What follows belongs to an exercise in optimizing a design on an open flow for small area and a short achievable clock period; a production flow would make more cautious choices. RTL that was checked went through simulation tests only; none was proved equivalent to the original. For run 1, only the layout was checked, not whether the RTL still works. No activity file was given, so power comes from the tool's default toggle rates.

### flow/config.mk
export PLATFORM = sky130hd
export DESIGN_NAME = instr_mem_sync
export DESIGN_NICKNAME = instr_mem_sync
export VERILOG_FILES = /design/flow/design.v
export SDC_FILE = /design/flow/constraint.sdc
export NUM_CORES = 4
export LEC_CHECK = 0
export CAP_MARGIN = 20
export CORE_AREA = 2.3 2.72 471.5 266.56
export CTS_BUF_LIST = sky130_fd_sc_hd__clkbuf_16
export CTS_CLUSTER_DIAMETER = 150
export CTS_CLUSTER_SIZE = 30
export DIE_AREA = 0 0 473.8 269.28
export SETUP_SLACK_MARGIN = 1.8
export SLEW_MARGIN = 20
export SYNTH_HIERARCHICAL = 1
export TNS_END_PERCENT = 20
### flow/constraint.sdc
create_clock -name core_clock -period 4.0 [get_ports {clk}]
set_input_delay 0.8000 -clock core_clock [delete_from_list [all_inputs] [get_ports {clk}]]
set_output_delay 0.8000 -clock core_clock [all_outputs]
set_load 0.01 [all_outputs]
### flow/design.v
module instr_mem_sync (
  input  logic        clk,
  input  logic        reset,
  input  logic        fetch_req,
  input  logic [31:0] fetch_addr,
  output logic        fetch_ready,
  output logic        fetch_valid,
  output logic [31:0] fetch_instr,
  output logic        fetch_fault,
  input  logic        prog_we,
  input  logic [5:0]  prog_addr,
  input  logic [31:0] prog_data,
  output logic        busy
);
  localparam logic [31:0] FILL_WORD = 32'h00000013;
  logic          busy_q, busy_out_q, ready_out_q;
  logic [5:0]    clr_cnt_q;
  logic          fetch_valid_q, fetch_fault_q;
  logic [31:0]   fetch_instr_q;
  logic [2047:0] mem_q;
  always_ff @(posedge clk) begin
    if (reset) begin
      busy_q    <= 1'b1;
      clr_cnt_q <= '0;
    end else if (busy_q) begin
      clr_cnt_q <= clr_cnt_q + 1'b1;
      if (&clr_cnt_q) busy_q <= 1'b0;
    end
  end
  always_ff @(posedge clk) begin
    busy_out_q  <= reset | (busy_out_q & ~(&clr_cnt_q));
    ready_out_q <= ~reset & (ready_out_q | (&clr_cnt_q));
  end
  logic [31:0] wr_data;
  assign wr_data = busy_q ? FILL_WORD : prog_data;
  for (genvar i = 0; i < 64; i++) begin : g_word
    always_ff @(posedge clk) begin
      if (busy_q | (prog_we & (prog_addr == i[5:0])))
        mem_q[32*i +: 32] <= wr_data;
    end
  end
  logic        accept, fault, f;
  logic [63:0] sel;
  logic [31:0] rd_data;
  assign accept = fetch_req & ~busy_q;
  assign fault  = (|fetch_addr[1:0]) | (|fetch_addr[31:8]);
  assign f      = fault | reset;    
  logic [5:0] a_n;
  logic [7:0] lo_n, hi_n;
  for (genvar k = 0; k < 6; k++) begin : g_ainv
    imem_inv u_inv (.a(fetch_addr[2+k]), .y(a_n[k]));
  end
  for (genvar k = 0; k < 8; k++) begin : g_pre
    imem_nand3 u_lo (.a(k[0] ? fetch_addr[2] : a_n[0]), .b(k[1] ? fetch_addr[3] : a_n[1]),
                     .c(k[2] ? fetch_addr[4] : a_n[2]), .y(lo_n[k]));
    imem_nand3 u_hi (.a(k[0] ? fetch_addr[5] : a_n[3]), .b(k[1] ? fetch_addr[6] : a_n[4]),
                     .c(k[2] ? fetch_addr[7] : a_n[5]), .y(hi_n[k]));
  end
  for (genvar w = 0; w < 64; w++) begin : g_sel
    imem_nor2 u_sel (.a(lo_n[w % 8]), .b(hi_n[w / 8]), .y(sel[w]));
  end
  for (genvar b = 0; b < 32; b++) begin : g_rd
    logic [63:0] col;
    for (genvar i = 0; i < 64; i++) begin : g_col
      assign col[i] = mem_q[32*i + b];
    end
    imem_rd_bit #(.FILL(FILL_WORD[b])) u_rd (.sel(sel), .d(col), .f(f), .y(rd_data[b]));
  end
  always_ff @(posedge clk) begin
    if (reset) begin
      fetch_valid_q <= 1'b0;
      fetch_fault_q <= 1'b0;
    end else begin
      fetch_valid_q <= accept;
      fetch_fault_q <= accept & fault;
    end
    if (reset | accept) fetch_instr_q <= rd_data;
  end
  assign fetch_ready = ready_out_q;
  assign busy        = busy_out_q;
  assign fetch_valid = fetch_valid_q;
  assign fetch_fault = fetch_fault_q;
  assign fetch_instr = fetch_instr_q;
endmodule
module imem_rd_bit #(
  parameter logic FILL = 1'b0
) (
  input  logic [63:0] sel,
  input  logic [63:0] d,
  input  logic        f,
  output logic        y
);
  logic [21:0] t_n;    
  logic [5:0]  s;      
  logic [1:0]  u_n;    
  for (genvar g = 0; g < 21; g++) begin : g_ao
    imem_ao222n u_ao (.a1(sel[3*g]), .a2(d[3*g]), .b1(sel[3*g+1]), .b2(d[3*g+1]),
                      .c1(sel[3*g+2]), .c2(d[3*g+2]), .y(t_n[g]));
  end
  imem_nand2 u_t21 (.a(sel[63]), .b(d[63]), .y(t_n[21]));
  for (genvar k = 0; k < 5; k++) begin : g_s
    imem_nand4 u_s (.a(t_n[4*k]), .b(t_n[4*k+1]), .c(t_n[4*k+2]), .d(t_n[4*k+3]), .y(s[k]));
  end
  imem_nand2 u_s5 (.a(t_n[20]), .b(t_n[21]), .y(s[5]));
  imem_nor3 u_u0 (.a(s[0]), .b(s[1]), .c(s[2]), .y(u_n[0]));
  imem_nor3 u_u1 (.a(s[3]), .b(s[4]), .c(s[5]), .y(u_n[1]));
  assign y = FILL ? (~(u_n[0] & u_n[1]) | f) : (~(u_n[0] & u_n[1]) & ~f);
endmodule
module imem_ao222n (
  input  logic a1, a2, b1, b2, c1, c2,
  output logic y
);
  assign y = ~((a1 & a2) | (b1 & b2) | (c1 & c2));
endmodule
module imem_nand2 (
  input  logic a, b,
  output logic y
);
  assign y = ~(a & b);
endmodule
module imem_nand4 (
  input  logic a, b, c, d,
  output logic y
);
  assign y = ~(a & b & c & d);
endmodule
module imem_nor3 (
  input  logic a, b, c,
  output logic y
);
  assign y = ~(a | b | c);
endmodule
module imem_inv (
  input  logic a,
  output logic y
);
  assign y = ~a;
endmodule
module imem_nand3 (
  input  logic a, b, c,
  output logic y
);
  assign y = ~(a & b & c);
endmodule
module imem_nor2 (
  input  logic a, b,
  output logic y
);
  assign y = ~(a | b);
endmodule
### flow/flow/run.sh
#!/bin/bash
# Layout flow: the standard flow (standard.sh), with the 64x32 memory flip-flops placed as a
# regular array before global placement (pre_gpl.tcl) and released again after it (post_gpl.tcl),
# and the pins placed in regions that match that array (pre_iop.tcl).
# Port buffers are buf_4 rather than the default pick (a slow delay buffer), and the resizer may
# swap a cell for any cell of the same function (MATCH_CELL_FOOTPRINT=0).
# Everything else -- synthesis, floorplan, power grid, CTS, routing -- is the standard flow.
# make's output goes to standard.log; each ORFS step keeps its own log under orfs/logs/.
set -euo pipefail
here=$(pwd)
export PRE_GLOBAL_PLACE_TCL=$here/flow/pre_gpl.tcl
export POST_GLOBAL_PLACE_TCL=$here/flow/post_gpl.tcl
export PRE_IO_PLACEMENT_TCL=$here/flow/pre_iop.tcl
export BUFFER_PORTS_ARGS="-buffer_cell sky130_fd_sc_hd__buf_4"
bash standard.sh MATCH_CELL_FOOTPRINT=0 finish > standard.log 2>&1
### flow/flow/post_gpl.tcl
# Release the memory flops placed before global placement, so later steps treat them as
# ordinary placed cells.
foreach inst [[ord::get_db_block] getInsts] {
  if {[$inst getPlacementStatus] eq "FIRM"} { $inst setPlacementStatus PLACED }
}
### flow/flow/pre_gpl.tcl
# Place the 64x32 memory flip-flops as a regular array before global placement: word w on a
# row of its own, bit b in the b-th flop slot of that row (slots fill the gaps between tap cells). Every third word is followed
# by logic rows that hold that group's read gates. The flops are held in place during global
# placement (FIRM) so the rest of the logic is placed around them. The read gates of each bit
# are placed next to the words they read (see the end of this file).
set block [ord::get_db_block]
set dbu [$block getDbUnitsPerMicron]
set logic_rows_per_group [expr {[info exists ::env(IMEM_LOGIC_ROWS)] ? $::env(IMEM_LOGIC_ROWS) : 1}]

# Rows sorted bottom to top.
set rows [lsort -command {apply {{a b} {expr {[lindex [$a getOrigin] 1] - [lindex [$b getOrigin] 1]}}}} [$block getRows]]
set nrows [llength $rows]

# Fixed cells (taps) per row, as site intervals.
set site_w [[[lindex $rows 0] getSite] getWidth]
array set taps {}
foreach inst [$block getInsts] {
  if {[[$inst getMaster] getType] ne "CORE_WELLTAP" && ![string match *tapvpwrvgnd* [[$inst getMaster] getName]]} { continue }
  set loc [$inst getLocation]
  lappend taps([lindex $loc 1]) [list [lindex $loc 0] [expr {[lindex $loc 0] + [[$inst getMaster] getWidth]}]]
}

# Memory flops by (word, bit).
array set ff {}
set ffw 0
foreach inst [$block getInsts] {
  if {[regexp {^mem_q\\?\[(\d+)\\?\]} [$inst getName] -> idx]} {
    set ff([expr {$idx / 32}],[expr {$idx % 32}]) $inst
    set ffw [[$inst getMaster] getWidth]
  }
}
if {[array size ff] != 2048} { error "expected 2048 memory flops, found [array size ff]" }

# Row plan: word rows and logic rows, centred vertically.
set plan {}
for {set g 0} {$g < 22} {incr g} {
  for {set k 0} {$k < 3} {incr k} {
    set w [expr {3 * $g + $k}]
    if {$w < 64} { lappend plan $w }
  }
  if {$g < 21} { for {set k 0} {$k < $logic_rows_per_group} {incr k} { lappend plan L } }
}
set used [llength $plan]
if {$used > $nrows} { error "need $used rows, have $nrows" }
set r0 [expr {($nrows - $used) / 2}]

# Site occupancy per row index, for the read gates placed below.
array set occ {}
proc imem_mark {ri s0 n} { for {set s $s0} {$s < $s0 + $n} {incr s} { set ::occ($ri,$s) 1 } }
for {set ri 0} {$ri < $nrows} {incr ri} {
  set row [lindex $rows $ri]
  set y [lindex [$row getOrigin] 1]
  set x0 [lindex [$row getOrigin] 0]
  if {[info exists taps($y)]} {
    foreach t $taps($y) {
      set s0 [expr {([lindex $t 0] - $x0) / $site_w}]
      imem_mark $ri $s0 [expr {([lindex $t 1] - [lindex $t 0] + $site_w - 1) / $site_w}]
    }
  }
}

set lrow {}
set i 0
foreach p $plan {
  set ri [expr {$r0 + $i}]
  set row [lindex $rows $ri]
  incr i
  if {$p eq "L"} { lappend lrow $ri; continue }
  set y [lindex [$row getOrigin] 1]
  set x0 [lindex [$row getOrigin] 0]
  set x1 [expr {$x0 + [$row getSiteCount] * $site_w}]
  # Flop slots: as many flops as fit in each free gap between taps, packed from its left end.
  set iv [lsort -integer -index 0 [expr {[info exists taps($y)] ? $taps($y) : {}}]]
  set gaps {}
  set cur $x0
  foreach t [concat $iv [list [list $x1 $x1]]] {
    for {set x $cur} {$x + $ffw <= [lindex $t 0]} {incr x $ffw} { lappend gaps $x }
    set cur [lindex $t 1]
  }
  set ng [llength $gaps]
  if {$ng < 32} { error "row at $y has only $ng flop slots" }
  set first [expr {($ng - 32) / 2}]
  for {set b 0} {$b < 32} {incr b} {
    set inst $ff($p,$b)
    $inst setOrient [$row getOrient]
    set x [lindex $gaps [expr {$first + $b}]]
    $inst setLocation $x $y
    $inst setPlacementStatus FIRM
    imem_mark $ri [expr {($x - $x0) / $site_w}] [expr {$ffw / $site_w}]
  }
}
puts "imem: placed 2048 memory flops on $used rows starting at row $r0 of $nrows"

# Read gates of each bit, found through the netlist: the gate reading words 3g..3g+2 goes on
# the logic row after that group, in the bit's column; the 4-input NAND of groups 4k..4k+3 on
# the logic row after group 4k+1; the two 3-input NORs on the logic rows after groups 6 and 16.
proc imem_loads {inst} {
  set res {}
  foreach it [$inst getITerms] {
    if {![$it isOutputSignal]} { continue }
    set net [$it getNet]
    if {$net eq "NULL"} { continue }
    foreach it2 [$net getITerms] {
      if {[$it2 isInputSignal]} { lappend res [$it2 getInst] }
    }
  }
  return $res
}
proc imem_one_load {inst} {
  set l [imem_loads $inst]
  if {[llength $l] != 1} { error "[$inst getName]: expected one load, found [llength $l]" }
  return [lindex $l 0]
}
proc imem_place_near {inst ri xt} {
  set row [lindex $::rows $ri]
  set x0 [lindex [$row getOrigin] 0]
  set n [$row getSiteCount]
  set w [expr {([[$inst getMaster] getWidth] + $::site_w - 1) / $::site_w}]
  set st [expr {int(round(double($xt - $x0) / $::site_w))}]
  for {set d 0} {$d < 400} {incr d} {
    foreach s [list [expr {$st + $d}] [expr {$st - $d}]] {
      if {$s < 0 || $s + $w > $n} { continue }
      set free 1
      for {set k $s} {$k < $s + $w} {incr k} { if {[info exists ::occ($ri,$k)]} { set free 0; break } }
      if {$free} {
        $inst setOrient [$row getOrient]
        $inst setLocation [expr {$x0 + $s * $::site_w}] [lindex [$row getOrigin] 1]
        $inst setPlacementStatus FIRM
        imem_mark $ri $s $w
        return
      }
    }
  }
  error "no room for [$inst getName] on row $ri"
}

set ntree 0
for {set b 0} {$b < 32} {incr b} {
  set ao {}
  for {set g 0} {$g < 22} {incr g} {
    set f $ff([expr {3 * $g}],$b)
    set a [imem_one_load $f]
    lappend ao $a
    set xt [lindex [$f getLocation] 0]
    imem_place_near $a [lindex $lrow [expr {min($g, 20)}]] $xt
    incr ntree
  }
  set xb [lindex [$ff(30,$b) getLocation] 0]
  set nd {}
  for {set k 0} {$k < 6} {incr k} {
    set c [imem_one_load [lindex $ao [expr {4 * $k}]]]
    lappend nd $c
    imem_place_near $c [lindex $lrow [expr {min(4 * $k + 1, 20)}]] $xb
    incr ntree
  }
  set u0 [imem_one_load [lindex $nd 0]]
  set u1 [imem_one_load [lindex $nd 3]]
  imem_place_near $u0 [lindex $lrow 6] $xb
  imem_place_near $u1 [lindex $lrow 16] $xb
  incr ntree 2
}
puts "imem: placed $ntree read gates"
### flow/flow/pre_iop.tcl
# Pin regions that match the memory array placed by pre_gpl.tcl: bit b of the array sits in a
# column about 13.8 um wide centred on the die. fetch_instr[b] goes on the top edge above
# column b and prog_data[b] on the bottom edge below it; the fetch address and control inputs
# and the status outputs go on the top edge near the middle, the programming address and
# write enable on the bottom edge near the middle, and clk in the middle of the bottom edge.
set block [ord::get_db_block]
set dbu [$block getDbUnitsPerMicron]
set die [$block getDieArea]
set xc [expr {([$die xMin] + [$die xMax]) / 2.0 / $dbu}]

proc imem_region {edge lo hi} { return "$edge:[format %.2f $lo]-[format %.2f $hi]" }

for {set b 0} {$b < 32} {incr b} {
  set x [expr {$xc + ($b - 15.5) * 13.8}]
  set_io_pin_constraint -pin_names [list "fetch_instr\[$b\]"] -region [imem_region top [expr {$x - 6}] [expr {$x + 6}]]
  set_io_pin_constraint -pin_names [list "prog_data\[$b\]"] -region [imem_region bottom [expr {$x - 6}] [expr {$x + 6}]]
}
set top_mid {fetch_req reset fetch_ready fetch_valid fetch_fault busy}
for {set i 0} {$i < 32} {incr i} { lappend top_mid "fetch_addr\[$i\]" }
set_io_pin_constraint -pin_names $top_mid -region [imem_region top [expr {$xc - 60}] [expr {$xc + 60}]]
set bot_mid {prog_we}
for {set i 0} {$i < 6} {incr i} { lappend bot_mid "prog_addr\[$i\]" }
set_io_pin_constraint -pin_names $bot_mid -region [imem_region bottom [expr {$xc - 40}] [expr {$xc + 40}]]
set_io_pin_constraint -pin_names {clk} -region [imem_region bottom [expr {$xc - 5}] [expr {$xc + 5}]]
### flow/standard.sh
#!/bin/bash
# synth_recipe.tcl (not shown) runs the flow's synth.tcl, then flattens the netlist and writes it again
# the make line also repeats each setting of config.mk as NAME=value (left out here)
make -C /OpenROAD-flow-scripts/flow DESIGN_CONFIG=/design/flow/config.mk WORK_HOME=/design/flow/orfs CLKGATE_MAP_FILE= SYNTH_SCRIPT=/design/flow/synth_recipe.tcl "${@:-finish}"
==> run summary, run 1 <==
- The flow did not finish.
* Number of buffers inserted by port buffering: 0
- The floorplan has 97 rows.
- The floorplan step set the die height to 269 µm.
- Main combinational cell family by area after synthesis: compound AO/OA/AOI/OAI gates
* Post-synth cell types: 36
- Post-Synth Simple-Gate Area: 3.75%
* Count of flip-flops with a built-in enable after synthesis: 2,080
- Post-synthesis sequential area ratio: 85.8%
- Instance count of the mapped netlist: 3,351
- Complex-gate fraction of the synthesized area: 10.3%
* Async set-reset flop share out of synthesis: 0%
- Leading register cell type out of synthesis: sky130_fd_sc_hd__edfxtp_1
- In the synthesized netlist, mux cells make up 0.0137% of the area.
- Mean Syn Cell Area: 21.8 µm²
* Syn nets: 3,426
- In this run the cell area of the synthesized design comes to 73,100 µm².
* Last flow stage reached: 3_3_place_gp
- Measured along the x axis, the die boundary spans 474 µm.
- Counting flops and latches in the post-synthesis netlist gives 2,091.
- Of the total synthesized cell area, the portion taken by XOR and XNOR cells is 0.0479%.
- Initial cell density of the core: 59.0%
* Total number of yosys warnings: 7
- Tool error: Error: global_place.tcl, 5 can't read "::rows": no such variable
- For this design the top-level I/O count stands at 110.
* Fraction of the mapped netlist area in adder cells: 0.0171%
Yosys cell counts, types with 5 or more instances:
cell / count / area (µm²)
sky130_fd_sc_hd__nand3b_1: 5 / 37.5
sky130_fd_sc_hd__buf_2: 6 / 30.0
sky130_fd_sc_hd__nor4_1: 7 / 43.8
sky130_fd_sc_hd__nand4_1: 163 / 1020
sky130_fd_sc_hd__nor2b_1: 29 / 181
sky130_fd_sc_hd__inv_1: 7 / 26.3
sky130_fd_sc_hd__nand2b_1: 5 / 31.3
sky130_fd_sc_hd__clkbuf_1: 10 / 37.5
sky130_fd_sc_hd__dfxtp_1: 11 / 220
sky130_fd_sc_hd__nor3_2: 64 / 641
sky130_fd_sc_hd__a21o_1: 46 / 345
sky130_fd_sc_hd__nand3_1: 18 / 90.1
sky130_fd_sc_hd__o21bai_1: 20 / 150
sky130_fd_sc_hd__edfxtp_1: 2080 / 62500
sky130_fd_sc_hd__nor3_1: 6 / 30.0
sky130_fd_sc_hd__or2_2: 7 / 43.8
sky130_fd_sc_hd__nand2_1: 69 / 259
sky130_fd_sc_hd__a21oi_2: 29 / 254
sky130_fd_sc_hd__a222oi_1: 672 / 6730
sky130_fd_sc_hd__nor2_1: 76 / 285
logic make-up after synthesis:
family | count (synthesis)
AO/OA/AOI/OAI | 771
XOR/XNOR | 4
adder cells (fa/ha/maj) | 1
buffers and inverters | 24
flip-flops | 2091
multiplexers | 1
AND/OR/NAND/NOR | 459
modules after synthesis, one instance, submodules excluded, a selection:
module          cells inside  cell area (µm²)
imem_nand4                 1             6.26
imem_nor3                  1             10.0
imem_nor2                  1             3.75
imem_ao222n                1             10.0
imem_nand3                 1             5.00
imem_nand2                 1             3.75
imem_inv                   1             3.75
instr_mem_sync          2273            63800
==> run 2, diff against run 1 <==
--- a/flow/design.v
+++ b/flow/design.v
@@ -40,7 +40,7 @@
     end
   end
   logic        accept, fault, f;
-  logic [63:0] sel;
+  logic [63:0] sel [4];
   logic [31:0] rd_data;
   assign accept = fetch_req & ~busy_q;
   assign fault  = (|fetch_addr[1:0]) | (|fetch_addr[31:8]);
@@ -56,15 +56,17 @@
     imem_nand3 u_hi (.a(k[0] ? fetch_addr[5] : a_n[3]), .b(k[1] ? fetch_addr[6] : a_n[4]),
                      .c(k[2] ? fetch_addr[7] : a_n[5]), .y(hi_n[k]));
   end
-  for (genvar w = 0; w < 64; w++) begin : g_sel
-    imem_nor2 u_sel (.a(lo_n[w % 8]), .b(hi_n[w / 8]), .y(sel[w]));
+  for (genvar c = 0; c < 4; c++) begin : g_selc
+    for (genvar w = 0; w < 64; w++) begin : g_sel
+      imem_nor2 u_sel (.a(lo_n[w % 8]), .b(hi_n[w / 8]), .y(sel[c][w]));
+    end
   end
   for (genvar b = 0; b < 32; b++) begin : g_rd
     logic [63:0] col;
     for (genvar i = 0; i < 64; i++) begin : g_col
       assign col[i] = mem_q[32*i + b];
     end
-    imem_rd_bit #(.FILL(FILL_WORD[b])) u_rd (.sel(sel), .d(col), .f(f), .y(rd_data[b]));
+    imem_rd_bit #(.FILL(FILL_WORD[b])) u_rd (.sel(sel[b / 8]), .d(col), .f(f), .y(rd_data[b]));
   end
   always_ff @(posedge clk) begin
     if (reset) begin
--- a/flow/flow/pre_gpl.tcl
+++ b/flow/flow/pre_gpl.tcl
@@ -45,7 +45,8 @@
 set r0 [expr {($nrows - $used) / 2}]
 
 # Site occupancy per row index, for the read gates placed below.
-array set occ {}
+set ::rows $rows
+set ::site_w $site_w
 proc imem_mark {ri s0 n} { for {set s $s0} {$s < $s0 + $n} {incr s} { set ::occ($ri,$s) 1 } }
 for {set ri 0} {$ri < $nrows} {incr ri} {
   set row [lindex $rows $ri]
@@ -153,10 +154,29 @@
     imem_place_near $c [lindex $lrow [expr {min(4 * $k + 1, 20)}]] $xb
     incr ntree
   }
+  # The word-select drivers of each copy (bits 8c..8c+7) go next to their gates in bit 8c+4.
+  if {$b % 8 == 4} {
+    for {set g 0} {$g < 22} {incr g} {
+      set a [lindex $ao $g]
+      foreach it [$a getITerms] {
+        if {![$it isInputSignal]} { continue }
+        set net [$it getNet]
+        if {$net eq "NULL"} { continue }
+        foreach it2 [$net getITerms] {
+          if {![$it2 isOutputSignal]} { continue }
+          set drv [$it2 getInst]
+          if {![string match *edfxtp* [[$drv getMaster] getName]] && [$drv getPlacementStatus] ne "FIRM"} {
+            imem_place_near $drv [lindex $lrow [expr {min($g, 20)}]] [lindex [$a getLocation] 0]
+            incr ntree
+          }
+        }
+      }
+    }
+  }
   set u0 [imem_one_load [lindex $nd 0]]
   set u1 [imem_one_load [lindex $nd 3]]
   imem_place_near $u0 [lindex $lrow 6] $xb
   imem_place_near $u1 [lindex $lrow 16] $xb
   incr ntree 2
 }
-puts "imem: placed $ntree read gates"
+puts "imem: placed $ntree read gates and word-select drivers"
--- a/flow/config.mk
+++ b/flow/config.mk
@@ -8,8 +8,8 @@
 export CAP_MARGIN = 20
 export CORE_AREA = 2.3 2.72 471.5 266.56
 export CTS_BUF_LIST = sky130_fd_sc_hd__clkbuf_16
-export CTS_CLUSTER_DIAMETER = 150
-export CTS_CLUSTER_SIZE = 30
+export CTS_CLUSTER_DIAMETER = 100
+export CTS_CLUSTER_SIZE = 20
 export DIE_AREA = 0 0 473.8 269.28
 export SETUP_SLACK_MARGIN = 1.8
 export SLEW_MARGIN = 20
==> run 2 against run 1 <==
Against the previous run:
- now clean on timing, DRC and antenna
- synthesized area increased by 0.99%
- synthesized cell count rose by 5.7%
==> run summary, run 2 <==
- Fraction of the mapped netlist area in adder cells: 0.0170%
* Unrepaired setup endpoints after global routing: yes
* Least-Margin Pin Slew: 1.20 ns
* Depth of the CTS H-tree: 3
- Ratio of final minimum period to clock period: 66.3%
- Post-synthesis instance area: 73,800 µm²
- Compared with the post-synthesis result, the final layout area differs by 14.9%.
- Latest clock arrival within the worst-skew pair: 0.75 ns
- Rel. slew slack: 20.1%
* Flip-flop count of the largest register after layout: 2,048
- Worst hold endpoint: clr_cnt_q[5]$_SDFFE_PP0P_
- Routed Wire Length: 176,000 µm
* Number of DRC violations after detailed-routing iteration 0: 9,127
- Leading register cell type out of synthesis: sky130_fd_sc_hd__edfxtp_1
* Final-report hold violation count: 0
- The routed design could run at a clock period as short as 2.65 ns.
- For this run, the post-layout net count is 4,090.
- TritonCTS built the clock tree.
* Mean Syn Cell Area: 20.8 µm²
- The portion of synthesized area spent on multiplexers is 0.0136%.
- Once layout is complete, the cells apart from fillers number 5,674.
* Final instance area: 84,800 µm²
* Switching power: 6.83 mW
- Count of unresolved DRC violations after routing: 0
- Counting tap cells, the placed design contains a total of 5,363 instances.
- Data on the critical path arrives at its endpoint at 3.02 ns.
- Traced cell by cell, the critical path runs through buf_4 -> nand2b_1 -> nor2_1 -> a21o_2.
- Of the synthesized area, sequential elements account for 84.9%.
- Initial cell density of the core: 59.6%
- The wire-length estimate of the detail-placed layout is 115,000 µm.
* Critical R2R Capture: mem_q[1676]$_DFFE_PP_
- Pin count of the biggest net entering global routing: 65
- In this design, the largest share of critical-path delay is due to simple AND/OR/NAND/NOR gates.
* Cell area power density: 424 nW/µm²
- Clock-pin slew was measured on the worst setup and hold paths at 0.08 ns.
* Static leakage: 31.5 nW
* Commonest non-fill, non-tap cells in the layout: sky130_fd_sc_hd__edfxtp_1, sky130_fd_sc_hd__a222oi_1, sky130_fd_sc_hd__buf_4, sky130_fd_sc_hd__nand4_1, sky130_fd_sc_hd__nor2_2
* # rows: 97
- The first detailed-routing pass ran for 8 iterations.
- Along the worst path, the maximum fanout reaches 32.
- Synthesis produced a netlist with a net count of 3,618.
* Hold Path Depth: 2
- Endpoint kind of the worst setup timing path: flop
* Commonest cells in the synthesized netlist: sky130_fd_sc_hd__edfxtp_1, sky130_fd_sc_hd__a222oi_1, sky130_fd_sc_hd__nor2_1
- Floorplan Core Area: 124,000 µm²
* Reg-to-Reg Start: busy_q$_SDFF_PP1_
- Most common cell after layout, fill and taps aside: sky130_fd_sc_hd__edfxtp_1
- The internal portion of the total power is 29.1 mW.
* Cell at the root of the clock tree: sky130_fd_sc_hd__clkbuf_16
- Fraction of synthesized cell area in xor and xnor cells: 0.0475%
* Register ranked first by flip-flop count: mem_q
* Complex-gate fraction of the synthesized area: 10.2%
* Number of vias in the routed layout: 40,434
- Setup violations remaining at the end of the flow were counted as 0.
* Diode insertion count for antenna repair: 0
- In the post-synthesis netlist, the cell with the most instances is sky130_fd_sc_hd__edfxtp_1.
- The die is 474 µm wide.
- Dividing the detail-routed wire length by the instance count gives 31.0 µm.
- Leading cell types by total area after synthesis: sky130_fd_sc_hd__edfxtp_1, sky130_fd_sc_hd__a222oi_1, sky130_fd_sc_hd__nand4_1, sky130_fd_sc_hd__nor2_1, sky130_fd_sc_hd__nor3_2
- Across the run, the number of max-cap violations was 0.
* Worst min path class: input port to flop
- Via count of the first global-routing pass: 36,054
* #FFs+latches synth: 2,091
* I/O pins: 110
- Using the TritonRoute via totals, the vias-per-cell ratio works out to 7.13.
- The die covers 128,000 µm².
- The number of antenna violations at the first check in global routing came to 1.
* Congestion Overflow GR: 0
- Top flop regs: mem_q (2048), fetch_instr_q (32), clr_cnt_q (6)
- In this run switching power makes up 19.0% of total power.
* Highest attainable clock frequency: 377 MHz
- Launch instance of the worst min-delay path: reset
- After Yosys synthesis, and, or, nand and nor cells account for 4.69% of the synthesized area.
- Number of buffers inserted by port buffering: 109
- Summed over all failing endpoints, the final setup total negative slack is 0 ns.
- The run finished with no timing, DRC or antenna violations.
* Main combinational cell family by area after synthesis: compound AO/OA/AOI/OAI gates
- Summing all placed instances gives a cell area of 78,200 µm².
- Portion of total power attributed to combinational logic: 2.1%
- Number of nets with antenna violations after detailed routing: 0
- Sequential cells account for 66.0% of the total power.
- Between clock sinks in the finished design, the worst skew comes to 0.0269 ns.
- Buffers & Inverters on Critical Path: 1
- Portion of synthesized cell area occupied by the leading cell type: 84.6%
- The worst-case IR drop observed on VDD is 0.347 mV.
- STA classifies the critical path startpoint as an input port.
- The total count of max-transition violations in the final report was 0.
- Total number of yosys warnings: 8
* Die Height: 269 µm
- For this design, the sink count on the clock tree is 2,091.
- Total global routing track utilization: 26.0%
- Async set-reset flop share out of synthesis: 0%
- Required time worst endpoint: 4.37 ns
- Clock buffer count from CTS: 114
- The first global-routing pass estimated 244,000 µm of wire.
- Buffer depth of the longest clock path: 3
- The number of different library cells used by synthesis comes to 36.
- The largest individual stage delay along the critical path comes from the cell sky130_fd_sc_hd__nor2_1.
- Instance count of the mapped netlist: 3,543
- Relative contribution of the clock network to total power: 31.9%
- Cell taking the most area after synthesis: sky130_fd_sc_hd__edfxtp_1
* Crit path kind: input port to flop
- Minimum setup slack among reg-to-reg paths: 1.54 ns
* Count of flip-flops with a built-in enable after synthesis: 2,080
* Ratio of cells with drive above 1 in the final layout: 22.3%
* Reg2Reg Depth: 3
- Critical Path Max Stage Delay: 0.92 ns
[run 2: cell type report]
class | instances | area [µm²]
Fill cell | 7070 | 39000
Clock inverter | 27 | 124
Multi-Input combinational cell | 1436 | 12800
Inverter | 7 | 48.8
Clock buffer | 115 | 2880
Timing Repair Buffer | 365 | 4160
Tap cell | 1633 | 2040
Sequential cell | 2091 | 62700
[run 2: metrics by stage]
| stage | hold slack, ns | power (mW) | util (%) | setup WS [ns] |
|---|---|---|---|---|
| after floorplan | 0.454 | 24.4 | - | 1.09 |
| after global placement | 0.435 | 24.7 | 63.2 | 0.437 |
| after detailed placement | 0.441 | 24.7 | 63.2 | 0.412 |
| after CTS | 0.282 | 35.9 | 67.1 | 1.59 |
| after global routing | 0.301 | 36.8 | 68.5 | 1.35 |
| final | 0.321 | 36.0 | 68.5 | 1.35 |
[run 2: layer usage]
layer  track usage, %  vias to the layer above  routed length, µm
met4             7.21                        4               6500
met3             4.70                      339              22300
li1                 -                    17061                  -
met2             36.7                     3172              73400
met1             42.0                    19858              73400
met5                0                        -                 27
[run 2: worst reg2reg max path, stage by stage, from the launching register on]
cell                      delay (ns)
sky130_fd_sc_hd__dfxtp_4        0.51
sky130_fd_sc_hd__buf_12         0.31
sky130_fd_sc_hd__buf_4          0.31
sky130_fd_sc_hd__nor2b_4        0.92
[run 2: power groups by stage]
stage                     clock (mW)  sequential (mW)  combinational, mW
after floorplan                    0             24.2              0.168
after global placement             0             24.2              0.458
after detailed placement           0             24.2              0.457
after CTS                       11.5             23.7              0.620
after global routing            12.3             23.7              0.782
final                           11.5             23.7              0.769
[run 2: how the worst max path moves through the flow]
stage / start / end / cells past startpoint
6_report: prog_addr[0] / mem_q[729]$_DFFE_PP_ / 4
3_3_place_gp: fetch_addr[2] / fetch_instr_q[2]$_DFFE_PP_ / 9
4_1_cts: fetch_addr[4] / fetch_instr_q[6]$_DFFE_PP_ / 10
3_5_place_dp: fetch_addr[2] / fetch_instr_q[15]$_DFFE_PP_ / 9
5_1_grt: prog_addr[0] / mem_q[735]$_DFFE_PP_ / 4
2_1_floorplan: prog_data[29] / mem_q[1021]$_DFFE_PP_ / 1
[run 2: cells by family (layout without fill, tap and decap cells)]
kind of cell,Yosys count,count (layout)
AO/OA/AOI/OAI,771,771
multiplexers,1,1
adder cells (fa/ha/maj),1,1
AND/OR/NAND/NOR,651,659
buffers and inverters,24,514
XOR/XNOR,4,4
flip-flops,2091,2091
[run 2: repair_timing]
| item | CTS | global route |
|---|---|---|
| endpoints found under the setup margin | 1980 | 1214 |
| gates resized for setup | 231 | 185 |
| setup buffers | 77 | 60 |
| hold buffers | 0 | 0 |
| pin swaps | 181 | 262 |
| gates cloned | 11 | 7 |
[run 2: per-module statistics from Yosys (local to each module, per instance), excerpt]
module | times used | cells
imem_nor2 | 256 | 1
instr_mem_sync | 1 | 2273
imem_inv | 6 | 1
imem_nand4 | 160 | 1
imem_nand3 | 16 | 1
imem_nor3 | 64 | 1
imem_ao222n | 672 | 1
imem_nand2 | 64 | 1
==> run 3, diff against run 2 <==
--- a/flow/design.v
+++ b/flow/design.v
@@ -94,7 +94,7 @@
 );
   logic [21:0] t_n;    
   logic [5:0]  s;      
-  logic [1:0]  u_n;    
+  logic [2:0]  u_n;    
   for (genvar g = 0; g < 21; g++) begin : g_ao
     imem_ao222n u_ao (.a1(sel[3*g]), .a2(d[3*g]), .b1(sel[3*g+1]), .b2(d[3*g+1]),
                       .c1(sel[3*g+2]), .c2(d[3*g+2]), .y(t_n[g]));
@@ -104,9 +104,10 @@
     imem_nand4 u_s (.a(t_n[4*k]), .b(t_n[4*k+1]), .c(t_n[4*k+2]), .d(t_n[4*k+3]), .y(s[k]));
   end
   imem_nand2 u_s5 (.a(t_n[20]), .b(t_n[21]), .y(s[5]));
-  imem_nor3 u_u0 (.a(s[0]), .b(s[1]), .c(s[2]), .y(u_n[0]));
-  imem_nor3 u_u1 (.a(s[3]), .b(s[4]), .c(s[5]), .y(u_n[1]));
-  assign y = FILL ? (~(u_n[0] & u_n[1]) | f) : (~(u_n[0] & u_n[1]) & ~f);
+  for (genvar j = 0; j < 3; j++) begin : g_u
+    imem_nor2 u_u (.a(s[2*j]), .b(s[2*j+1]), .y(u_n[j]));
+  end
+  assign y = FILL ? (~(u_n[0] & u_n[1] & u_n[2]) | f) : (~(u_n[0] & u_n[1] & u_n[2]) & ~f);
 endmodule
 module imem_ao222n (
   input  logic a1, a2, b1, b2, c1, c2,
@@ -126,12 +127,6 @@
 );
   assign y = ~(a & b & c & d);
 endmodule
-module imem_nor3 (
-  input  logic a, b, c,
-  output logic y
-);
-  assign y = ~(a | b | c);
-endmodule
 module imem_inv (
   input  logic a,
   output logic y
--- a/flow/flow/pre_gpl.tcl
+++ b/flow/flow/pre_gpl.tcl
@@ -94,7 +94,7 @@
 
 # Read gates of each bit, found through the netlist: the gate reading words 3g..3g+2 goes on
 # the logic row after that group, in the bit's column; the 4-input NAND of groups 4k..4k+3 on
-# the logic row after group 4k+1; the two 3-input NORs on the logic rows after groups 6 and 16.
+# the logic row after group 4k+1; the three 2-input NORs on the logic rows after groups 4, 12, 18.
 proc imem_loads {inst} {
   set res {}
   foreach it [$inst getITerms] {
@@ -173,10 +173,9 @@
       }
     }
   }
-  set u0 [imem_one_load [lindex $nd 0]]
-  set u1 [imem_one_load [lindex $nd 3]]
-  imem_place_near $u0 [lindex $lrow 6] $xb
-  imem_place_near $u1 [lindex $lrow 16] $xb
-  incr ntree 2
+  foreach k {0 2 4} r {4 12 18} {
+    imem_place_near [imem_one_load [lindex $nd $k]] [lindex $lrow $r] $xb
+    incr ntree
+  }
 }
 puts "imem: placed $ntree read gates and word-select drivers"
==> run 3 against run 2 <==
Against the previous run:
- highest routed layer is now met4
- non-clock buffer count fell by 48
- largest cell class unchanged
- fmax rose by 8.8%
- final area fell by 0.74%
- power rose by 0.18%
- routed wire length fell by 0.79%
- sequential power barely moved
- still clean on timing, DRC and antenna
- clock-buffer cell count did not move
- worst hold slack got worse by 0.017 ns
- final cell count fell by 0.14%
- critical path type unchanged
==> run summary, run 3 <==
* Fraction of power spent switching nets: 19.1%
* Fraction of synthesized cell area in xor and xnor cells: 0.0477%
- The total count of max-transition violations in the final report was 0.
- For the worst-skew pair, the clock arrives at the later sink with an insertion delay of 0.76 ns.
* Area Growth Syn to Fin: 14.6%
- Metal2 WL: 72,000 µm
- Wl on met1: 73,500 µm
* Placed cell count: 5,391
- The number of clock buffers added by TritonCTS is 114.
- The library cell used most frequently in the layout, excluding fill and tap cells, is sky130_fd_sc_hd__edfxtp_1.
* Footprint of the flip-flops and latches: 62,700 µm²
- The highest metal layer carrying signal wires in the routed design is met4.
- For this design, the sink count on the clock tree is 2,091.
* Number of DRC violations after detailed-routing iteration 0: 9,155
* Final-report hold violation count: 0
- Of all nets on the critical path, the largest fanout is 8.
- Floorplan die area: 128,000 µm²
- In this run the tightest slew margin relative to its limit is 21.3%.
- Each instance of the synthesized netlist takes up on average 20.5 µm².
- The flow ran to the end and the layout has no timing, DRC or antenna violations.
* # rows: 97
- Relative contribution of the clock network to total power: 32.1%
- # fillers: 7,139
- Pin count of the biggest net entering global routing: 65
- Diode insertion count for antenna repair: 0
- The top cell types in the final layout, fill and taps aside, are sky130_fd_sc_hd__edfxtp_1, sky130_fd_sc_hd__a222oi_1, sky130_fd_sc_hd__buf_4, sky130_fd_sc_hd__nor2_2, sky130_fd_sc_hd__nand4_1.
- STA classifies the critical path endpoint as a flop.
* I/O pins: 110
* Instance count of the mapped netlist: 3,575
* Worst min path class: input port to flop
* Syn nets: 3,650
- Global routing used 25.6% of the available tracks across all layers.
- Unrepaired setup endpoints after global routing: yes
- Across the run, the number of max-cap violations was 0.
- Cell taking the most area after synthesis: sky130_fd_sc_hd__edfxtp_1
- The most common cell in the synthesized netlist is sky130_fd_sc_hd__edfxtp_1.
- Non-filler cells in the finished layout: 5,666
- In the routed layout, each cell is associated on average with a via count of 7.11.
- Of the total power, combinational logic draws 2.1%.
* Worst setup skew after layout: 0.0334 ns
- Register ranked first by flip-flop count: mem_q
* Final Worst Setup Slack: 1.56 ns
- Final net count: 4,079
- For this design the total switching power over the nets is 6.89 mW.
* Least-Margin Pin Slew: 1.18 ns
- Register clock-pin slew on the reported worst setup and hold paths: 0.08 ns
* Global-route wire length before repair: 240,000 µm
- Cell-internal power: 29.1 mW
- After detailed routing, the number of remaining DRC violations is 0.
- CTS built an H-tree with a depth of 3.
- For this run, the number of Yosys warnings is 8.
* Post-synth cell types: 36
- The number of antenna violations at the first check in global routing came to 0.
- #FFs+latches synth: 2,091
- Post-Synth Simple-Gate Area: 4.34%
- Final worst path period need: 2.44 ns
- Post-synthesis sequential area ratio: 85.3%
* Via count of the first global-routing pass: 36,562
* Portion of synthesized cell area occupied by the leading cell type: 85.0%
- The tree is rooted in a sky130_fd_sc_hd__clkbuf_16.
- Area of the multi-input gates: 12,500 µm²
* TritonCTS clock tree: done
- Dividing the final minimum period by the clock period gives 60.9%.
* Largest vdd supply drop: 0.345 mV
- Dividing the detail-routed wire length by the instance count gives 30.8 µm.
- Buffers inserted to repair hold after CTS numbered 0.
- Routed Wire Length: 174,000 µm
- Die Height: 269 µm
* Setup total negative slack: 0 ns
- After detailed routing, the met3 layer carries 23,400 µm of wire.
* Seq pwr share: 65.8%
- Main combinational cell family by area after synthesis: compound AO/OA/AOI/OAI gates
- Data arrival, critical path: 2.91 ns
- Buffer depth of the longest clock path: 3
* Static leakage: 31.2 nW
- Ratio of cells with drive above 1 in the final layout: 21.0%
- In this run the power density over the cells is 428 nW/µm².
- For the worst setup path, the data required time is 4.47 ns.
- Counting flops with an async set or reset pin after synthesis yields a share of 0%.
* Endpoints failing setup: 0
- Drt pass-1 iters: 9
- The floorplan step set the die width to 474 µm.
- Dpl ws: 0.589 ns
- Floorplan Core Area: 124,000 µm²
* Count of flip-flops with a built-in enable after synthesis: 2,080
- Leading register cell type out of synthesis: sky130_fd_sc_hd__edfxtp_1
- Multiplexer area fraction after synthesis: 0.0136%
- Input and output buffers added on the ports amount to 109.
- Flip-flop count of the largest register after layout: 2,048
- Number of nets with antenna violations after detailed routing: 0
- Static timing analysis puts the maximum clock frequency at 411 MHz.
- Top flop regs: mem_q (2048), fetch_instr_q (32), clr_cnt_q (6)
* Fraction of the mapped netlist area in adder cells: 0.0170%
- Summed over all layers, the global routing overflow is 0.
* Post-synthesis instance area: 73,400 µm²
* Crit path kind: input port to flop
* Number of vias in the routed layout: 40,257
* Worst setup SP type: input port
- Placed wire-length estimate: 113,000 µm
- Sorting the synthesized cells by area gives the leading types as sky130_fd_sc_hd__edfxtp_1, sky130_fd_sc_hd__a222oi_1, sky130_fd_sc_hd__nor2_1, sky130_fd_sc_hd__nand4_1, sky130_fd_sc_hd__a21o_1.
- Complex-gate fraction of the synthesized area: 10.1%
- Initial cell density of the core: 59.3%
- Commonest cells in the synthesized netlist: sky130_fd_sc_hd__edfxtp_1, sky130_fd_sc_hd__a222oi_1, sky130_fd_sc_hd__nor2_1
==> run 3: Yosys stat by module, one instance, submodules excluded, excerpt <==
module / cells / cell area (µm²)
imem_ao222n: 1 / 10.0
imem_nand4: 1 / 6.26
imem_nand3: 1 / 5.00
imem_inv: 1 / 3.75
imem_nor2: 1 / 3.75
imem_nand2: 1 / 3.75
==> run 3: final cells by class <==
class                           count  share of cell area (%)
Sequential cell                  2091                    74.5
Multi-Input combinational cell   1473                    14.8
Timing Repair Buffer              317                    4.57
Clock buffer                      115                    3.42
Tap cell                         1633                    2.43
Clock inverter                     30                   0.196
Inverter                            7                  0.0580
==> run 3: worst max-delay path, cell delays in order <==
cell                         delay, ns
sky130_fd_sc_hd__buf_12           0.09
sky130_fd_sc_hd__clkinvlp_4       0.19
sky130_fd_sc_hd__nand3_4          0.15
sky130_fd_sc_hd__buf_12           0.18
sky130_fd_sc_hd__clkbuf_16        0.22
sky130_fd_sc_hd__nor2_1           0.19
sky130_fd_sc_hd__a222oi_1         0.62
sky130_fd_sc_hd__nand4_1          0.19
sky130_fd_sc_hd__nor2_1           0.15
sky130_fd_sc_hd__a31oi_1          0.11
==> run 3: power by group through the flow <==
stage	clock (mW)	sequential (mW)	combinational, mW
CTS	11.6	23.7	0.592
detailed placement	0	24.2	0.463
finish	11.6	23.7	0.749
global route	12.4	23.7	0.761
global placement	0	24.2	0.464
floorplan	0	24.2	0.162
==> run 3: timing repair <==
action,4_1_cts,5_1_grt
setup buffers,34,61
gates resized for setup,263,159
cloned,14,13
pin swaps,115,218
setup endpoints to repair,2846,1742
==> run 3: stage by stage <==
stage	utilization, %	hold slack, ns	cell area, µm²	power, mW
2_1_floorplan	-	0.454	73700	24.4
3_3_place_gp	63.0	0.436	78000	24.7
3_5_place_dp	63.0	0.443	78000	24.7
4_1_cts	66.7	0.257	82500	35.9
5_1_grt	68.0	0.280	84100	36.8
6_report	68.0	0.304	84100	36.0
==> run 3: worst paths after layout <==
check | startpoint | end | slack, ns | cells past startpoint
max | fetch_addr[3] | fetch_instr_q[11]$_DFFE_PP_ | 1.56 | 10
min | reset | ready_out_q$_DFF_P_ | 0.30 | 2
max reg2reg | busy_q$_SDFF_PP1_ | mem_q[1628]$_DFFE_PP_ | 1.72 | 2
min reg2reg | ready_out_q$_DFF_P_ | ready_out_q$_DFF_P_ | 0.46 | 2
==> run 3: cell families (layout without fill, tap and decap cells) <==
group                      after synthesis  after routing
AOI/OAI and AO/OA                      771            771
xor gates and xnor gates                 4              4
adders and majority gates                1              1
buffers and inverters                   24            469
DFF                                   2091           2091
muxes                                    1              1
and+or+nand+nor                        683            696
==> run 3: routing by layer <==
layer	vias up	global-route usage [%]
li1	17057	-
met1	19745	41.0
met2	3172	36.1
met3	283	5.08
met4	0	7.33
met5	-	0
==> run 4, diff against run 3 <==
--- a/flow/design.v
+++ b/flow/design.v
@@ -32,11 +32,20 @@
     ready_out_q <= ~reset & (ready_out_q | (&clr_cnt_q));
   end
   logic [31:0] wr_data;
+  logic [7:0]  wr_lo, wr_hi;
+  logic [63:0] wr_en [2];
   assign wr_data = busy_q ? FILL_WORD : prog_data;
+  always_comb
+    for (int k = 0; k < 8; k++) begin
+      wr_lo[k] = busy_q | (prog_we & (prog_addr[2:0] == k[2:0]));
+      wr_hi[k] = busy_q | (prog_addr[5:3] == k[2:0]);
+    end
   for (genvar i = 0; i < 64; i++) begin : g_word
-    always_ff @(posedge clk) begin
-      if (busy_q | (prog_we & (prog_addr == i[5:0])))
-        mem_q[32*i +: 32] <= wr_data;
+    for (genvar h = 0; h < 2; h++) begin : g_half
+      imem_and2 u_we (.a(wr_lo[i % 8]), .b(wr_hi[i / 8]), .y(wr_en[h][i]));
+      always_ff @(posedge clk) begin
+        if (wr_en[h][i]) mem_q[32*i + 16*h +: 16] <= wr_data[16*h +: 16];
+      end
     end
   end
   logic        accept, fault, f;
@@ -145,3 +154,9 @@
 );
   assign y = ~(a | b);
 endmodule
+module imem_and2 (
+  input  logic a, b,
+  output logic y
+);
+  assign y = a & b;
+endmodule
==> run 4 against run 3 <==
Against the previous run:
- largest cell class unchanged
- synthesized cell count rose by 1.3%
- clock-buffer cell count up 1
- highest routed layer unchanged
- still clean
- power down 0.46%
- synthesized area up 0.38%
- non-clock buffer count decreased by 60
- worst setup slack gained 0.058 ns
- worst hold slack about the same
==> run summary, run 4 <==
- Summing all non-filler instances in the final layout gives an area of 82,900 µm².
* Minimum setup slack among reg-to-reg paths: 1.62 ns
- I/O pins: 110
- Area Growth Syn to Fin: 12.4%
- Portion of synthesized cell area occupied by the leading cell type: 84.7%
- Result of the run: timing/DRC/antenna clean
- Of the available clock period, the critical path in the final layout requires 59.4%.
- The critical path runs through a total of 10 cells.
- The largest individual stage delay along the critical path comes from the cell sky130_fd_sc_hd__a222oi_1.
* Instance count of the mapped netlist: 3,622
- Placed wire-length estimate: 116,000 µm
- Data on the critical path is required at its endpoint by 4.46 ns.
* Count of flip-flops with a built-in enable after synthesis: 2,080
- STA puts the critical path data arrival time at 2.83 ns.
- Via count of the first global-routing pass: 36,511
- Clock buffer count from CTS: 114
- In this run the remaining antenna-violating nets after routing total 0.
- Timing would allow up to 421 MHz.
- STA classifies the critical path startpoint as an input port.
- Crit-path cells: buf_12 -> clkinvlp_4 -> nand3_4 -> buf_8 -> buf_12 -> nor2_2 -> a222oi_1 -> nand4_1 -> nor2_4 -> a31oi_1
- Post-synth cell types: 34
- Number of buffers inserted by port buffering: 109
* Final net count: 4,069
- The floorplan step defined a die boundary enclosing 128,000 µm².
* Crit path kind: input port to flop
* Drt pass-1 iters: 13
- Cell taking the most area after synthesis: sky130_fd_sc_hd__edfxtp_1
* Post-synthesis sequential area ratio: 85.0%
- Dpl ws: 0.273 ns
- Placed cell count: 5,435
- Summed over all layers, the routed wires come to 167,000 µm.
- Number of vias in the routed layout: 39,524
- Buffer depth of the longest clock path: 3
* Buffers & Inverters on Critical Path: 4
- At the pin with the least slew margin, the transition time is 1.19 ns.
- For this block, the initial DRC count from the detailed router was 8,637.
- Non-filler cells in the finished layout: 5,657
- Family of cells with the greatest summed delay on the critical path: simple AND/OR/NAND/NOR gates
* Reg-to-Reg Start: busy_q$_SDFF_PP1_
- Cell type with the highest occurrence count on the critical path: sky130_fd_sc_hd__buf_12
- Synthesis produced a netlist with a net count of 3,697.
- For this run, the number of Yosys warnings is 9.
- The first global-routing pass estimated 239,000 µm of wire.
* Total global routing track utilization: 25.6%
- The register with the most flip-flops in the layout has 2,048 of them.
* Final worst path period need: 2.38 ns
* Routed WL per cell: 29.5 µm
* Setup total negative slack: 0 ns
* Critical R2R Capture: mem_q[642]$_DFFE_PP_
- The die is 474 µm wide.
- TritonCTS clock tree: done
* Depth of the CTS H-tree: 3
- For this configuration, the core starts out at a cell density of 59.6%.
- Worst Setup EP: fetch_instr_q[19]$_DFFE_PP_
- The total overflow left after global routing is 0.
- #FFs+latches synth: 2,091
- Leading register cell type out of synthesis: sky130_fd_sc_hd__edfxtp_1
* Ratio of cells with drive above 1 in the final layout: 18.0%
- The layout has 7,304 filler cells.
- Dividing total power by cell area gives a power density of 433 nW/µm².
- Async set-reset flop share out of synthesis: 0%
- Yosys instantiated no cell more often than sky130_fd_sc_hd__edfxtp_1.
* Final Worst Setup Slack: 1.62 ns
* Critical Path Max Stage Delay: 0.54 ns
* Worst setup skew after layout: 0.0205 ns
* Maximum Capacitance Violations: 0
* Worst min path class: input port to flop
- Endpoint kind of the worst setup timing path: flop
- Static leakage: 30.6 nW
* Origin of the worst setup path: fetch_addr[2]
- # rows: 97
* Post-synthesis instance area: 73,700 µm²
- The tightest hold path in the finished design has a slack of 0.304 ns.
- Mean Syn Cell Area: 20.4 µm²
* Dpl cell area: 77,600 µm²
- Via-to-Cell Ratio: 6.99
- By count the netlist is led by sky130_fd_sc_hd__edfxtp_1, sky130_fd_sc_hd__a222oi_1, sky130_fd_sc_hd__nor2_1.
- Largest fanout on the critical path: 8
* Commonest non-fill, non-tap cells in the layout: sky130_fd_sc_hd__edfxtp_1, sky130_fd_sc_hd__a222oi_1, sky130_fd_sc_hd__buf_4, sky130_fd_sc_hd__nor2_2, sky130_fd_sc_hd__nand4_1
- The number of hold violations in the final report is 0.
* Overall power: 35.9 mW
* Most common cell after layout, fill and taps aside: sky130_fd_sc_hd__edfxtp_1
- In this run the vertical extent of the chip is 269 µm.
- In this run, post-CTS hold repair placed 0 buffers.
* Unrepaired setup endpoints after global routing: yes
- Setup violations remaining at the end of the flow were counted as 0.
- Register ranked first by flip-flop count: mem_q
* Largest vdd supply drop: 0.379 mV
- Cell at the root of the clock tree: sky130_fd_sc_hd__clkbuf_16
- For the worst flop-to-flop path, the logic depth is 2.
* Antenna violations before repair: 1
- After synthesis, the cell types taking the most area are sky130_fd_sc_hd__edfxtp_1, sky130_fd_sc_hd__a222oi_1, sky130_fd_sc_hd__nor2_1, sky130_fd_sc_hd__nand4_1, sky130_fd_sc_hd__and2_1.
- Clock tree synthesis found a total of 2,091 sinks.
- In this run the tightest slew margin relative to its limit is 20.9%.
* Slew Limit Fails: 0
* Count of unresolved DRC violations after routing: 0
- Latest clock arrival within the worst-skew pair: 0.75 ns
- Cells fill 67.0% of the core in the end.
* Register clock-pin slew on the reported worst setup and hold paths: 0.09 ns
- Top flop regs: mem_q (2048), fetch_instr_q (32), clr_cnt_q (6)
- In this run the standard cell core region covers 124,000 µm².
* Pin count of the biggest net entering global routing: 65
==> run 4: cell count changes after synthesis, sizes merged, moves of 4 or more <==
cell,change
a21o,-41
a31o,+6
or2,-5
nor3,-6
o21bai,-16
clkbuf,-6
buf,-4
and2,+128
==> run 4: area by class of cell <==
cell class              instances  area (µm²)  area share, %
diodes                          1        2.50        0.00302
clock buffers                 116        2900           3.50
clock inverters                29         160          0.193
inverters                      10        60.1         0.0725
multi-input cells            1520       12300           14.8
flip-flops and latches       2091       62700           75.6
well taps                    1633        2040           2.46
repair buffers                257        2750           3.32
==> run 4: worst min path at each step <==
stage,start,to,cells past startpoint
finish,reset,ready_out_q$_DFF_P_,2
global route,reset,clr_cnt_q[0]$_SDFFE_PP0P_,2
CTS,reset,ready_out_q$_DFF_P_,2
detailed placement,ready_out_q$_DFF_P_,ready_out_q$_DFF_P_,2
global placement,busy_out_q$_DFF_P_,busy_out_q$_DFF_P_,1
floorplan,clr_cnt_q[5]$_SDFFE_PP0P_,clr_cnt_q[5]$_SDFFE_PP0P_,2
==> run 4: cells by family (layout without fill, tap and decap cells) <==
kind of cell               Yosys count  in the layout  synth area share, %
DFF                               2091           2091                 85.0
and+or+nand+nor                    785            791                 5.21
AOI/OAI and AO/OA                  723            723                 9.60
buffers and inverters               17            412               0.0933
xor gates and xnor gates             4              4               0.0475
adders and majority gates            1              1               0.0170
muxes                                1              1               0.0136
other                                0              1                    0
==> run 4: routing by layer <==
metal  global-route usage (%)  part of all wire [%]  vias to the layer above
li1                         -                     -                    17031
met1                     40.7                    44                    19472
met2                     36.8                    42                     2782
met3                     4.31                    12                      239
met4                     7.57                   2.9                        0
met5                        0                     0                        -
==> run 4: Yosys stat by module, one instance, submodules excluded, a selection <==
module / times used / area [µm²]
imem_and2: 128 / 6.26
imem_nand2: 64 / 3.75
imem_nor2: 352 / 3.75
instr_mem_sync: 1 / 63300
imem_ao222n: 672 / 10.0
imem_nand4: 160 / 6.26
imem_nand3: 16 / 5.00
imem_inv: 6 / 3.75
==> run 4: report_power, final <==
group / internal (mW) / switching (mW) / total [mW]
logic: 0.216 / 0.383 / 0.599
clock network: 5.18 / 6.37 / 11.6
registers: 23.7 / 0.00740 / 23.7
==> run 4: timing repair <==
action | CTS | global route
pin swaps | 130 | 16
endpoints found under the setup margin | 3358 | 2546
hold endpoints to repair | 0 | 0
cloned | 11 | 0
setup buffers | 53 | 2
gates resized for setup | 348 | 44
==> run 4: worst register-to-register path, stage by stage, from the launching register on <==
cell,delay [ns]
sky130_fd_sc_hd__dfxtp_4,0.59
sky130_fd_sc_hd__a31o_2,0.55
sky130_fd_sc_hd__and2_1,0.85
==> run 5, diff against run 4 <==
--- a/flow/design.v
+++ b/flow/design.v
@@ -55,17 +55,17 @@
   assign fault  = (|fetch_addr[1:0]) | (|fetch_addr[31:8]);
   assign f      = fault | reset;    
   logic [5:0] a_n;
-  logic [7:0] lo_n, hi_n;
   for (genvar k = 0; k < 6; k++) begin : g_ainv
     imem_inv u_inv (.a(fetch_addr[2+k]), .y(a_n[k]));
   end
-  for (genvar k = 0; k < 8; k++) begin : g_pre
-    imem_nand3 u_lo (.a(k[0] ? fetch_addr[2] : a_n[0]), .b(k[1] ? fetch_addr[3] : a_n[1]),
-                     .c(k[2] ? fetch_addr[4] : a_n[2]), .y(lo_n[k]));
-    imem_nand3 u_hi (.a(k[0] ? fetch_addr[5] : a_n[3]), .b(k[1] ? fetch_addr[6] : a_n[4]),
-                     .c(k[2] ? fetch_addr[7] : a_n[5]), .y(hi_n[k]));
-  end
   for (genvar c = 0; c < 4; c++) begin : g_selc
+    logic [7:0] lo_n, hi_n;
+    for (genvar k = 0; k < 8; k++) begin : g_pre
+      imem_nand3 u_lo (.a(k[0] ? fetch_addr[2] : a_n[0]), .b(k[1] ? fetch_addr[3] : a_n[1]),
+                       .c(k[2] ? fetch_addr[4] : a_n[2]), .y(lo_n[k]));
+      imem_nand3 u_hi (.a(k[0] ? fetch_addr[5] : a_n[3]), .b(k[1] ? fetch_addr[6] : a_n[4]),
+                       .c(k[2] ? fetch_addr[7] : a_n[5]), .y(hi_n[k]));
+    end
     for (genvar w = 0; w < 64; w++) begin : g_sel
       imem_nor2 u_sel (.a(lo_n[w % 8]), .b(hi_n[w / 8]), .y(sel[c][w]));
     end
==> run 5 against run 4 <==
Against the previous run:
- flip-flop and latch count did not move
- global-route usage fell by 1.1 points
- final area rose by 0.34%
- final cell count rose by 0.21%
- fmax fell by 1.6%
- non-clock buffer count fell by 17
- critical path depth rose by 1
- clock power barely moved
- die area did not move
- synthesized area rose by 0.33%
- largest cell class unchanged
==> run summary, run 5 <==
* Result of the run: timing/DRC/antenna clean
* Cell at the root of the clock tree: sky130_fd_sc_hd__clkbuf_16
* Sink Count: 2,091
- In this run the critical register-to-register path is launched from busy_q$_SDFF_PP1_.
- Routed Wire Length: 159,000 µm
* Buffer depth of the longest clock path: 3
- Minimum setup slack among reg-to-reg paths: 1.61 ns
- Most common cell after layout, fill and taps aside: sky130_fd_sc_hd__edfxtp_1
* Mean Syn Cell Area: 20.2 µm²
* Final-report hold violation count: 0
- Multiplexer area fraction after synthesis: 0.0135%
* Crit path kind: input port to flop
- Non-filler cells in the finished layout: 5,669
* Floorplan die area: 128,000 µm²
- Worst setup SP type: input port
- Hold Path Depth: 2
- The worst hold path terminates at clr_cnt_q[5]$_SDFFE_PP0P_.
- In this run the tightest slew margin relative to its limit is 21.1%.
- # rows: 97
- Die Height: 269 µm
- Top flop regs: mem_q (2048), fetch_instr_q (32), clr_cnt_q (6)
- Main combinational cell family by area after synthesis: compound AO/OA/AOI/OAI gates
- The die is 474 µm wide.
* Post-synth cell types: 34
- Flip-flop count of the largest register after layout: 2,048
- Worst setup skew after layout: 0.0155 ns
* Via count of the first global-routing pass: 37,186
- The tool flagged a number of max-cap violations equal to 0.
- Largest vdd supply drop: 0.408 mV
* Setup total negative slack: 0 ns
* Data arrival, critical path: 2.86 ns
* Leading register cell type out of synthesis: sky130_fd_sc_hd__edfxtp_1
- Leading cell types by total area after synthesis: sky130_fd_sc_hd__edfxtp_1, sky130_fd_sc_hd__a222oi_1, sky130_fd_sc_hd__nor2_1, sky130_fd_sc_hd__nand4_1, sky130_fd_sc_hd__and2_1
- Worst min path class: input port to flop
- In the layout the commonest cells are sky130_fd_sc_hd__edfxtp_1, sky130_fd_sc_hd__a222oi_1, sky130_fd_sc_hd__buf_4, sky130_fd_sc_hd__nor2_2, sky130_fd_sc_hd__nand4_1.
- Least-Margin Pin Slew: 1.18 ns
* Area Growth Syn to Fin: 12.5%
* Register clock-pin slew on the reported worst setup and hold paths: 0.08 ns
- Of the total synthesized cell area, the portion taken by AND, OR, NAND and NOR gates is 5.51%.
- Latest clock arrival within the worst-skew pair: 0.75 ns
- Antenna violations before repair: 0
- The clock tree synthesis step divided the H-tree into 3 levels.
* Most numerous cell in the Yosys netlist: sky130_fd_sc_hd__edfxtp_1
- Routed WL per cell: 28.0 µm
* Drt pass-1 iters: 9
* Number of nets with antenna violations after detailed routing: 0
* Number of buffers inserted by port buffering: 109
* Register ranked first by flip-flop count: mem_q
- Placed wire-length estimate: 114,000 µm
- After Yosys synthesis, XOR and XNOR cells account for 0.0474% of the synthesized area.
* Unrepaired setup endpoints after global routing: yes
* Post-synthesis sequential area ratio: 84.7%
* Syn nets: 3,745
- Complex-gate fraction of the synthesized area: 9.57%
- STA classifies the critical path endpoint as a flop.
- Number of DRC violations after detailed-routing iteration 0: 8,461
* Fraction of the mapped netlist area in adder cells: 0.0169%
- Total global routing track utilization: 24.4%
* Pin count of the biggest net entering global routing: 65
- Ratio of final minimum period to clock period: 60.4%
- Initial cell density of the core: 59.7%
- Diode insertion count for antenna repair: 0
* Floorplan Core Area: 124,000 µm²
- The top cell type by area accounts for 84.4% of the synthesized area.
- Commonest cells in the synthesized netlist: sky130_fd_sc_hd__edfxtp_1, sky130_fd_sc_hd__a222oi_1, sky130_fd_sc_hd__nor2_1
* Congestion Overflow GR: 0
- For the finished layout, the period the worst path requires is 2.42 ns.
- Counting flops and latches in the post-synthesis netlist gives 2,091.
- Setup violations remaining at the end of the flow were counted as 0.
- For this run, design rule violations remaining after detail routing come to 0.
- The worst register-to-register path has a depth of 2.
- Synthesis produced 3,670 cells.
* Critical R2R Capture: mem_q[1314]$_DFFE_PP_
* Static leakage: 30.3 nW
- Hold buffer count at CTS: 0
- Cell area power density: 430 nW/µm²
- Final net count: 4,094
- Clock buffer count from CTS: 114
- TritonCTS clock tree: done
* Largest fanout on the critical path: 17
- The final route contains 39,511 vias.
- In the synthesized netlist the async set-or-reset flop fraction comes to 0%.
- Post-synthesis instance area: 74,000 µm²
* Count of flip-flops with a built-in enable after synthesis: 2,080
* Placed cell count: 5,500
- Total power for the finished layout comes to 35.7 mW.
- Slew Limit Fails: 0
- Total number of yosys warnings: 9
- Highest attainable clock frequency: 414 MHz
- Ratio of cells with drive above 1 in the final layout: 19.8%
- The first global-routing pass estimated 233,000 µm of wire.
* Required time worst endpoint: 4.45 ns
- Of all cell types, the one taking the most synthesized area is sky130_fd_sc_hd__edfxtp_1.
- Via-to-Cell Ratio: 6.97
- For this design the top-level I/O count stands at 110.
* Launch instance of the worst min-delay path: reset
## run 5: changes by cell type in the layout (fill, tap and decap cells not counted), moves of 12 or more
cell / delta
sky130_fd_sc_hd__and2_4: +14
sky130_fd_sc_hd__nand3_1: +15
sky130_fd_sc_hd__buf_12: -21
sky130_fd_sc_hd__nor2_1: -75
sky130_fd_sc_hd__and2_2: -22
sky130_fd_sc_hd__nand3_2: +24
sky130_fd_sc_hd__nor2_2: +12
sky130_fd_sc_hd__buf_4: +13
sky130_fd_sc_hd__nor2_4: +63
## run 5: per-stage QoR
stage	util (%)	instance area [µm²]	hold slack (ns)	setup slack, ns
after floorplan	-	74000	0.454	1.09
after global placement	62.8	77700	0.436	0.447
after detailed placement	62.8	77700	0.444	0.398
after CTS	66.9	82900	0.277	1.60
after global routing	67.2	83200	0.294	1.59
final	67.2	83200	0.316	1.58
## run 5: routing by layer
layer | routed length (µm) | vias to the layer above | track usage [%] | part of all wire [%]
li1 | - | 17174 | - | -
met1 | 70700 | 19302 | 39.8 | 44
met2 | 64900 | 2739 | 34.5 | 41
met3 | 18100 | 296 | 3.97 | 11
met4 | 5230 | 0 | 6.98 | 3.3
met5 | 0 | - | 0 | 0
## run 5: cell families (layout without fill, tap and decap cells)
family	count (synthesis)	in the layout
multiplexers	1	1
AND/OR/NAND/NOR	833	833
adder cells (fa/ha/maj)	1	1
AO/OA/AOI/OAI	723	723
XOR/XNOR	4	4
flip-flops	2091	2091
buffers and inverters	17	383
## run 5: report_power, final
part | switching (mW) | total, mW | internal [mW]
Combinational | 0.420 | 0.606 | 0.186
Clock | 6.31 | 11.4 | 5.13
Sequential | 0.00762 | 23.7 | 23.7
Total | 6.73 | 35.7 | 29.0
## run 5: final cells by class
type	count	area, µm²
Clock buffer	115	2880
Clock inverter	18	120
Fill cell	7292	40600
Inverter	10	48.8
Multi-Input combinational cell	1562	13200
Sequential cell	2091	62700
Tap cell	1633	2040
Timing Repair Buffer	240	2240
## run 5: repair_timing
action / CTS / global route
setup buffers: 22 / 0
gates resized for setup: 561 / 26
endpoints found under the setup margin: 1518 / 1890
pin swaps: 40 / 0
## run 5: per-module statistics from Yosys (local to each module, per instance), a selection
module          cells inside  cell area (µm²)  times used  flip-flops and latches
imem_nor2                  1             3.75         352                       0
imem_inv                   1             3.75           6                       0
imem_and2                  1             6.26         128                       0
imem_nand2                 1             3.75          64                       0
instr_mem_sync          2192            63300           1                    2091
imem_nand4                 1             6.26         160                       0
imem_ao222n                1             10.0         672                       0
## run 5: worst max path at each step
stage	startpoint	endpoint	slack, ns	cells after the start
after detailed placement	fetch_addr[2]	fetch_instr_q[12]$_DFFE_PP_	0.40	9
after floorplan	prog_data[21]	mem_q[1013]$_DFFE_PP_	1.09	1
final	fetch_addr[3]	fetch_instr_q[12]$_DFFE_PP_	1.58	11
after global routing	busy_q$_SDFF_PP1_	mem_q[1473]$_DFFE_PP_	1.59	2
after global placement	fetch_addr[2]	fetch_instr_q[11]$_DFFE_PP_	0.45	9
after CTS	busy_q$_SDFF_PP1_	mem_q[693]$_DFFE_PP_	1.60	2
## run 5: worst max-delay path, stage by stage
cell and delay [ns]:
sky130_fd_sc_hd__buf_12 0.16, sky130_fd_sc_hd__clkinvlp_4 0.11, sky130_fd_sc_hd__buf_4 0.18, sky130_fd_sc_hd__buf_4 0.17
sky130_fd_sc_hd__nand3_4 0.17, sky130_fd_sc_hd__buf_4 0.24, sky130_fd_sc_hd__nor2_4 0.09, sky130_fd_sc_hd__a222oi_1 0.32
sky130_fd_sc_hd__nand4_1 0.17, sky130_fd_sc_hd__nor2_1 0.27, sky130_fd_sc_hd__a31oi_1 0.16

what the ideal ports hide:
How much do the figures lean on ideal ports? The routed layouts below were timed once more, with nothing changed but the port constraints. Step 1 assumes that a clkbuf_16 drives the clock port and a buf_2 every other input. Step 2 adds t to the input delays and takes it off the output delays; t is the mean of the earliest and latest rising clock arrival at the registers after step 1. Input paths then give back, and output paths get back, about the clock's delay inside the block. Three values: ideal ports, drivers, drivers and shift; two values: the first two.
| run | t (ns) | slack for setup (ns) | worst setup path after step 2 | latest minus earliest clock arrival (ns) |
|---|---|---|---|---|
| run 2 | 0.786 | 1.349 / 1.356 / 0.570 | input to register | 0.035 / 0.035 |
| run 3 | 0.790 | 1.565 / 1.549 / 0.759 | input to register | 0.044 / 0.043 |
| run 4 | 0.794 | 1.622 / 1.609 / 0.815 | input to register | 0.030 / 0.030 |
| run 5 | 0.788 | 1.584 / 1.560 / 0.772 | input to register | 0.028 / 0.028 |
After both steps setup and hold are still met in every run listed. The setup slack of run 5, which loses most, moves by -0.024 ns with the drivers and by -0.812 ns with both steps.
